Context: an optimization exercise on an open-source flow, tuned for small area, a short achievable clock period and few clock cycles. The choices shown serve that exercise and are no tape-out recipe.
In this exercise RTL edits were held to simulation tests only and were not proved equivalent to the original.
Power figures rest on the tool's default switching activity, not on a simulated workload.

==> config.mk <==
export PLATFORM = sky130hd
export DESIGN_NAME = peak_interval_rate_estimator
export DESIGN_NICKNAME = peak_interval_rate_estimator
export VERILOG_FILES = /design/flow/design.v
export SDC_FILE = /design/flow/constraint.sdc
export NUM_CORES = 4
export LEC_CHECK = 0
export CAP_MARGIN = 20
export CORE_MARGIN = 2
export CORE_UTILIZATION = 40
export SLEW_MARGIN = 20
==> constraint.sdc <==
create_clock -name core_clock -period 5.5 [get_ports {clk}]
set_input_delay 1.1000 -clock core_clock [delete_from_list [all_inputs] [get_ports {clk}]]
set_output_delay 1.1000 -clock core_clock [all_outputs]
set_load 0.01 [all_outputs]
==> design.v <==
`timescale 1ns / 1ps
package pire_pkg;
    localparam int SAMPLE_W  = 10;
    localparam int SPAN_W    = 14;
    localparam int RATE_W    = 6;
    localparam int SPACING_W = 8;
    localparam int DEPTH_DEFAULT = 64;
    localparam int DEPTH_MAX     = 64;
    localparam int GAP_W         = $clog2(DEPTH_MAX);
    localparam logic [SPACING_W-1:0] SPACING_RESET = 8'd20;
    localparam logic [RATE_W-1:0]    RATE_SAT      = 6'd63;
    localparam logic CMD_PUSH = 1'b0;
    localparam logic CMD_EVAL = 1'b1;
    typedef struct packed {
        logic                command;
        logic [SAMPLE_W-1:0] sample;
    } cmd_t;
    typedef struct packed {
        logic [SPAN_W-1:0] span;
        logic [RATE_W-1:0] rate;
        logic              last_result;
    } result_t;
    typedef struct packed {
        logic             vld;
        logic [GAP_W-1:0] gap;
        logic             last;
    } rate_req_t;
    function automatic logic [RATE_W-1:0] rate_of(input logic [SPAN_W-1:0] s);
        logic [RATE_W-1:0] r;
        if (s == 14'd0)
            r = RATE_SAT;
        else if (s == 14'd1)
            r = 6'd60;
        else if (s == 14'd2)
            r = 6'd30;
        else if (s == 14'd3)
            r = 6'd20;
        else if (s == 14'd4)
            r = 6'd15;
        else if (s == 14'd5)
            r = 6'd12;
        else if (s == 14'd6)
            r = 6'd10;
        else if (s == 14'd7)
            r = 6'd8;
        else if (s == 14'd8)
            r = 6'd7;
        else if (s <= 14'd10)
            r = 6'd6;
        else if (s <= 14'd12)
            r = 6'd5;
        else if (s <= 14'd15)
            r = 6'd4;
        else if (s <= 14'd20)
            r = 6'd3;
        else if (s <= 14'd30)
            r = 6'd2;
        else if (s <= 14'd60)
            r = 6'd1;
        else
            r = 6'd0;
        rate_of = r;
    endfunction
endpackage
`timescale 1ns / 1ps
module pire_ram #(
    parameter int WIDTH = 8,
    parameter int DEPTH = 64
) (
    input  logic                     clk,
    input  logic                     we,
    input  logic [$clog2(DEPTH)-1:0] waddr,
    input  logic [WIDTH-1:0]         wdata,
    input  logic                     re,
    input  logic [$clog2(DEPTH)-1:0] raddr,
    output logic [WIDTH-1:0]         rdata
);
    logic [WIDTH-1:0] mem [DEPTH];
    always_ff @(posedge clk)
    begin
        if (we)
        begin
            mem[waddr] <= wdata;
        end
        if (re)
        begin
            rdata <= mem[raddr];
        end
    end
endmodule
`timescale 1ns / 1ps
module pire_rate_unit (
    input  logic                          clk,
    input  logic                          rst_n,
    input  pire_pkg::rate_req_t           req,
    input  logic [pire_pkg::SPACING_W-1:0] spacing,
    output pire_pkg::result_t             result,
    output logic                          result_valid
);
    logic                        s1_vld_reg;
    logic                        s1_last_reg;
    logic [pire_pkg::SPAN_W-1:0] s1_span_reg;
    logic                        out_vld_reg;
    pire_pkg::result_t           out_reg;
    always_ff @(posedge clk or negedge rst_n)
    begin
        if (!rst_n)
        begin
            s1_vld_reg  <= 1'b0;
            out_vld_reg <= 1'b0;
        end
        else
        begin
            s1_vld_reg  <= req.vld;
            out_vld_reg <= s1_vld_reg;
        end
    end
    always_ff @(posedge clk)
    begin
        s1_last_reg <= req.last;
        s1_span_reg <= pire_pkg::SPAN_W'(req.gap) * pire_pkg::SPAN_W'(spacing);
        out_reg.span        <= s1_span_reg;
        out_reg.rate        <= pire_pkg::rate_of(s1_span_reg);
        out_reg.last_result <= s1_last_reg;
    end
    assign result       = out_reg;
    assign result_valid = out_vld_reg;
endmodule
`timescale 1ns / 1ps
module peak_interval_rate_estimator #(
    parameter int DEPTH = pire_pkg::DEPTH_DEFAULT
) (
    input  logic                           clk,
    input  logic                           rst_n,
    input  logic                           start,
    output logic                           busy,
    input  logic [10:0]                    cmd,
    output logic [20:0]                    result,
    output logic                           result_valid,
    input  logic                           cfg_valid,
    output logic                           cfg_ready,
    input  logic [pire_pkg::SPACING_W-1:0] cfg_data
);
    localparam int AW = $clog2(DEPTH);
    localparam int CW = $clog2(DEPTH + 1);
    localparam logic [AW-1:0] LAST_SLOT = AW'(DEPTH - 1);
    localparam logic [1:0] ST_IDLE = 2'd0;
    localparam logic [1:0] ST_SCAN = 2'd1;
    localparam logic [1:0] ST_EMIT = 2'd2;
    logic [1:0]    state_reg, state_next;
    logic [AW-1:0] iss_reg, iss_next;        
    logic          iss_on_reg, iss_on_next;  
    logic          pend_reg, pend_next;      
    logic [AW-1:0] rd_idx_reg, rd_idx_next;  
    logic [AW-1:0] wpos_reg, wpos_next;
    logic [DEPTH-1:0] vbits_reg, vbits_next;  
    logic          vbit_rd_reg, vbit_rd_next;
    logic [pire_pkg::SPACING_W-1:0] spacing_reg;
    logic [pire_pkg::SAMPLE_W-1:0] peak_reg, peak_next;
    logic [AW-1:0] first_reg, first_next;
    logic [CW-1:0] total_reg, total_next;
    logic [CW-1:0] emitted_reg, emitted_next;
    logic                          ram_we;
    logic                          ram_re;
    logic [pire_pkg::SAMPLE_W-1:0] ram_rdata;
    logic [pire_pkg::SAMPLE_W-1:0] rd_val;
    pire_pkg::rate_req_t req;
    pire_pkg::cmd_t      cmd_w;
    pire_pkg::result_t   result_w;
    assign cmd_w  = cmd;
    assign result = result_w;
    logic                accept;
    logic                is_last;
    assign accept    = start && !busy;
    assign busy      = (state_reg != ST_IDLE);
    assign cfg_ready = 1'b1;
    assign ram_we    = accept && (cmd_w.command == pire_pkg::CMD_PUSH);
    assign ram_re    = iss_on_reg;
    assign rd_val    = vbit_rd_reg ? ram_rdata : '0;
    assign is_last   = (emitted_reg + CW'(2)) == total_reg;
    pire_ram #(
        .WIDTH (pire_pkg::SAMPLE_W),
        .DEPTH (DEPTH)
    ) u_store (
        .clk   (clk),
        .we    (ram_we),
        .waddr (wpos_reg),
        .wdata (cmd_w.sample),
        .re    (ram_re),
        .raddr (iss_reg),
        .rdata (ram_rdata)
    );
    always_comb
    begin
        state_next   = state_reg;
        iss_next     = iss_reg;
        iss_on_next  = iss_on_reg;
        pend_next    = 1'b0;
        rd_idx_next  = rd_idx_reg;
        wpos_next    = wpos_reg;
        vbits_next   = vbits_reg;
        vbit_rd_next = vbit_rd_reg;
        peak_next    = peak_reg;
        first_next   = first_reg;
        total_next   = total_reg;
        emitted_next = emitted_reg;
        req.vld      = 1'b0;
        req.gap      = pire_pkg::GAP_W'(rd_idx_reg - first_reg);
        req.last     = is_last;
        if (iss_on_reg)
        begin
            pend_next    = 1'b1;
            rd_idx_next  = iss_reg;
            vbit_rd_next = vbits_reg[iss_reg];
            if (iss_reg == LAST_SLOT)
            begin
                iss_on_next = 1'b0;
            end
            else
            begin
                iss_next = iss_reg + AW'(1);
            end
        end
        case (state_reg)
            ST_IDLE:
            begin
                if (accept)
                begin
                    if (cmd_w.command == pire_pkg::CMD_PUSH)
                    begin
                        vbits_next[wpos_reg] = 1'b1;
                        wpos_next = (wpos_reg == LAST_SLOT) ? '0 : wpos_reg + AW'(1);
                    end
                    else
                    begin
                        state_next  = ST_SCAN;
                        iss_next    = '0;
                        iss_on_next = 1'b1;
                        peak_next   = '0;
                        first_next  = '0;
                        total_next  = '0;
                    end
                end
            end
            ST_SCAN:
            begin
                if (pend_reg)
                begin
                    if (rd_val > peak_reg)
                    begin
                        peak_next  = rd_val;
                        first_next = rd_idx_reg;
                        total_next = CW'(1);
                    end
                    else if (rd_val == peak_reg)
                    begin
                        if (total_reg == '0)
                        begin
                            first_next = rd_idx_reg;
                        end
                        total_next = total_reg + CW'(1);
                    end
                    if (rd_idx_reg == LAST_SLOT)
                    begin
                        if (total_next < CW'(2))
                        begin
                            state_next = ST_IDLE;
                        end
                        else
                        begin
                            state_next   = ST_EMIT;
                            iss_next     = first_next + AW'(1);
                            iss_on_next  = 1'b1;
                            emitted_next = '0;
                        end
                    end
                end
            end
            ST_EMIT:
            begin
                if (pend_reg && (rd_val == peak_reg))
                begin
                    req.vld      = 1'b1;
                    emitted_next = emitted_reg + CW'(1);
                    if (is_last)
                    begin
                        state_next  = ST_IDLE;
                        iss_on_next = 1'b0;
                        pend_next   = 1'b0;
                    end
                end
            end
            default:
            begin
                state_next  = ST_IDLE;
                iss_on_next = 1'b0;
                pend_next   = 1'b0;
            end
        endcase
    end
    always_ff @(posedge clk or negedge rst_n)
    begin
        if (!rst_n)
        begin
            state_reg   <= ST_IDLE;
            iss_reg     <= '0;
            iss_on_reg  <= 1'b0;
            pend_reg    <= 1'b0;
            rd_idx_reg  <= '0;
            wpos_reg    <= '0;
            vbits_reg   <= '0;
            vbit_rd_reg <= 1'b0;
            spacing_reg <= pire_pkg::SPACING_RESET;
            total_reg   <= '0;
            emitted_reg <= '0;
        end
        else
        begin
            state_reg   <= state_next;
            iss_reg     <= iss_next;
            iss_on_reg  <= iss_on_next;
            pend_reg    <= pend_next;
            rd_idx_reg  <= rd_idx_next;
            wpos_reg    <= wpos_next;
            vbits_reg   <= vbits_next;
            vbit_rd_reg <= vbit_rd_next;
            total_reg   <= total_next;
            emitted_reg <= emitted_next;
            if (cfg_valid && cfg_ready)
            begin
                spacing_reg <= cfg_data;
            end
        end
    end
    always_ff @(posedge clk)
    begin
        peak_reg  <= peak_next;
        first_reg <= first_next;
    end
    pire_rate_unit u_rate (
        .clk          (clk),
        .rst_n        (rst_n),
        .req          (req),
        .spacing      (spacing_reg),
        .result       (result_w),
        .result_valid (result_valid)
    );
endmodule
==> run.sh <==
#!/bin/bash
# synth_recipe.tcl (not shown) runs the flow's synth.tcl, then flattens the netlist and writes it again
# the make line also repeats each setting of config.mk as NAME=value (left out here)
make -C /OpenROAD-flow-scripts/flow DESIGN_CONFIG=/design/flow/config.mk WORK_HOME=/design/flow/orfs CLKGATE_MAP_FILE= SYNTH_SCRIPT=/design/flow/synth_recipe.tcl finish
==> flow_metrics.env <==
export IMPL_status="finished clean"
export IMPL_crit_path_end_kind="flip-flop"
export IMPL_dr_wl_met3_mm=4.775
export IMPL_sw_frac_of_total_pct=36.79
export IMPL_grt_pass1_vias=18877
export IMPL_fin_crit_sh_pct=95.94
export IMPL_finalHoldWorstSlack_ns=0.3223
export IMPL_seq_power_share_pct=31.2
export IMPL_pwr_share_clk_pct=23.7
export IMPL_cts_root_buf="clkbuf_16"
export IMPL_highest_layer="met5"
export IMPL_grt_ovfl_total=0
export IMPL_cts_tree="yes"
export IMPL_vias=18740
export IMPL_worstPathMaxFanout=3
export IMPL_ys_types=71
export IMPL_hold_viol=0
export IMPL_ant_nets=0
export IMPL_p_total_mw=24.19
export IMPL_htree_levels=3
export IMPL_ios=47
export IMPL_core_sq_um=84880
export IMPL_die_area_sq_um=87730
export IMPL_fmax_mhz=189.5
export IMPL_fp_dieH_microns=296.2
export IMPL_grt_pass1_wl_mm=119.0
export IMPL_power_leakage_nw=13.76
export IMPL_wl_per_cell_microns=23.11
export IMPL_wl_met1_mm=35.64
export IMPL_slew_viol_final=0
export IMPL_synth_seq_cells=813
export IMPL_peakVddDrop_uv=1202
export IMPL_power_switching_mw=8.898
export IMPL_dp_hpwl_mm=48.45
export IMPL_drt_initial_drc_count=1903
export IMPL_dpl_instance_area_sq_um=36120
export IMPL_final_core_util_pct=45.98
export IMPL_arrival_ns=5.84
export IMPL_wl_met2_mm=37.05
export IMPL_yosys_warnings=3
export IMPL_max_cap_violations=0
export IMPL_gr_usage_all_layers_pct=18.18
export IMPL_synth_edf_count=666
export IMPL_ys_flop_type="edfxtp_1"
export IMPL_synth_seq_area_share_pct=68.81
export IMPL_die_w_microns=296.2
export IMPL_netlist_area_sq_um=34150
export IMPL_tightest_slew_ns=1.057
export IMPL_cts_made_buffers=87
export IMPL_synth_area_leaders="edfxtp_1 59%, dfrtp_1 8.0%, mux4_2 6.7%"
export IMPL_layout_common_cells="666 x edfxtp_1, 177 x mux2i_1, 118 x nor2_1, 118 x nand2_1, 105 x dfrtp_1"
export IMPL_cts_hold_buf=0
export IMPL_drive_gt1_share_pct=16.24
export IMPL_drc_errors=0
export IMPL_fin_crit_ns=5.277
export IMPL_synthToLayoutAreaGrowth_pct=14.29
export IMPL_row_count=107
export IMPL_power_density_nw_per_um2=619.7
export IMPL_combPwrFrac_pct=45.1
export IMPL_wirelength_mm=79.40
export IMPL_routed_via_density=5.456
export IMPL_holdCritPathClass="reg -> reg"
export IMPL_crit_type="reg -> reg"
export IMPL_drt_pass1_iterations=5
export IMPL_synthCells=2113
export IMPL_clkSinkCount=813
export IMPL_setup_viol=0
export IMPL_synth_top_cell_by_area="edfxtp_1"
export IMPL_grt_max_degree=80
export IMPL_p_int_mw=15.29
export IMPL_gp_congestion=0.8110
export IMPL_finalClockSkew_ns=0.04606
export IMPL_async_flop_share_pct=13.65
export IMPL_syn_avg_cell_area_sq_um=16.16
export IMPL_port_buffers=45
export IMPL_largest_register_ffs=640
export IMPL_maxSlewHeadroom_pct=29.30
export IMPL_required_ns=6.07
export IMPL_start_util_pct=40.24
export IMPL_antenna_found_initial=7
export IMPL_path_clk_slew_ns=0.06
export IMPL_syn_nets=2210
export IMPL_final_common_cell="edfxtp_1"
export IMPL_final_area_sq_um=39030
export IMPL_start_kind="flip-flop"
export IMPL_nets=2316
export IMPL_cts_path_max_buffers=3
export IMPL_yosys_area_top_type_share_pct=58.56
export IMPL_clk_latency_ns=0.64
## synth_stat cells (13+ instances only)
master and instances:
mux4_2 101, clkbuf_1 54, o21bai_1 66, ha_1 48
nand2_1 119, buf_1 13, edfxtp_1 666, mux2_2 15
o22ai_1 45, o221ai_1 85, inv_1 68, dfxtp_1 36
o21ai_0 27, fa_1 26, mux2i_1 177, xnor2_1 29
and2_1 49, nor2_1 118, dfrtp_1 109, a21oi_1 63
buf_2 32, xor2_1 15, nand3_1 26
## path summary, 6_finish.rpt
kind                                            start                              to  slack [ns]  cells after the start
setup / recovery           first_reg[1]$_SDFFCE_PN0P_  u_rate.s1_span_reg[13]$_DFF_P_        0.22                     20
hold / removal             u_rate.s1_last_reg$_DFF_P_       u_rate.out_reg[0]$_DFF_P_        0.32                      0
setup reg to reg           first_reg[1]$_SDFFCE_PN0P_  u_rate.s1_span_reg[13]$_DFF_P_        0.22                     20
hold reg to reg            u_rate.s1_last_reg$_DFF_P_       u_rate.out_reg[0]$_DFF_P_        0.32                      0
max in group asynchronous                       rst_n       vbits_reg[50]$_DFFE_PN0P_        3.97                      2
min in group asynchronous                       rst_n      emitted_reg[4]$_DFFE_PN0P_        0.48                      1
## routing by layer
layer / vias up / global-route usage, %
met5: - / 0
met4: 4 / 5.457
met3: 125 / 3.522
met2: 546 / 28.57
met1: 9656 / 25.69
li1: 8409 / -
## worst max-delay path, cell delays in order, from the launching register on
cell and delay (ns):
edfxtp_1 0.41, inv_2 0.11, ha_1 0.23, a21o_1 0.19, a21oi_2 0.15, o21bai_1 0.07, a21oi_1 0.15, xnor2_1 0.18
nand2_1 0.12, fa_1 0.53, fa_1 0.52, fa_1 0.55, inv_1 0.04, ha_1 0.32, a21o_1 0.18, a21oi_2 0.13
nor2b_1 0.06, o21a_1 0.19, o41ai_2 0.32, or4b_2 0.62, o211ai_1 0.11
## cell families after synthesis
logic type / after synthesis / synth area share (%)
multiplexers: 295 / 12.45
buffers and inverters: 175 / 2.110
adder cells (fa/ha/maj): 74 / 3.283
AO/OA/AOI/OAI: 333 / 6.961
flip-flops: 813 / 68.81
AND/OR/NAND/NOR: 378 / 5.243
other: 1 / 0.01098
XOR/XNOR: 44 / 1.128
## what timing repair did
item / CTS / global route
endpoints found under the setup margin: 1 / 2
setup buffers: 0 / 4
gates resized for setup: 1 / 7
pin swaps: 0 / 5
## metrics by stage
stage	cells	setup WS (ns)	TNS [ns]
after global routing	3434	-0.01485	-0.01485
after detailed placement	3269	0.01507	0
final	3435	0.2235	0
after CTS	3429	0.05183	0
after floorplan	2113	0.2714	0
after global placement	3269	0.1488	0
## layout make-up
cell class	count	area, sq um
fill	7384	45850
sequential	813	23510
multi-input combinational	1125	9985
clock buffer	119	2425
tap	1144	1431
timing repair buffer	123	1025
clock inverter	41	394.1
inverter	69	259.0
antenna	1	2.502
## power by group through the flow
stage          sequential, mW  clock (mW)  combinational [mW]
2_1_floorplan            7.46           0                7.89
3_3_place_gp             7.66           0                10.4
3_5_place_dp             7.67           0                10.5
4_1_cts                  7.55        5.82                10.7
5_1_grt                  7.59        6.07                12.1
6_report                 7.54        5.72                10.9
Testbench counts, summed over its fixed seeds: cycles 62,896.

==> re-timing with driven ports <==
How much do the figures lean on ideal ports? The routed layout below was timed once more, with nothing changed but the port constraints. Step 1, drivers: a clkbuf_16 drives clk and a buf_2 each remaining input, both assumed. Step 2 also shifts input and output timing later by t, the mid clock arrival at the registers, as if the neighbouring blocks saw the same clock. Slacks: ideal ports / drivers / drivers and shift; pairs: ideal ports / drivers.
t, ns: 0.688
setup WS [ns]: 0.223 / 0.223 / 0.223
pins driven straight from the clock port: 1
After both steps this run still meets setup and hold. The setup slack of this run moves by 0.000 ns with the drivers and by 0.000 ns with both steps.
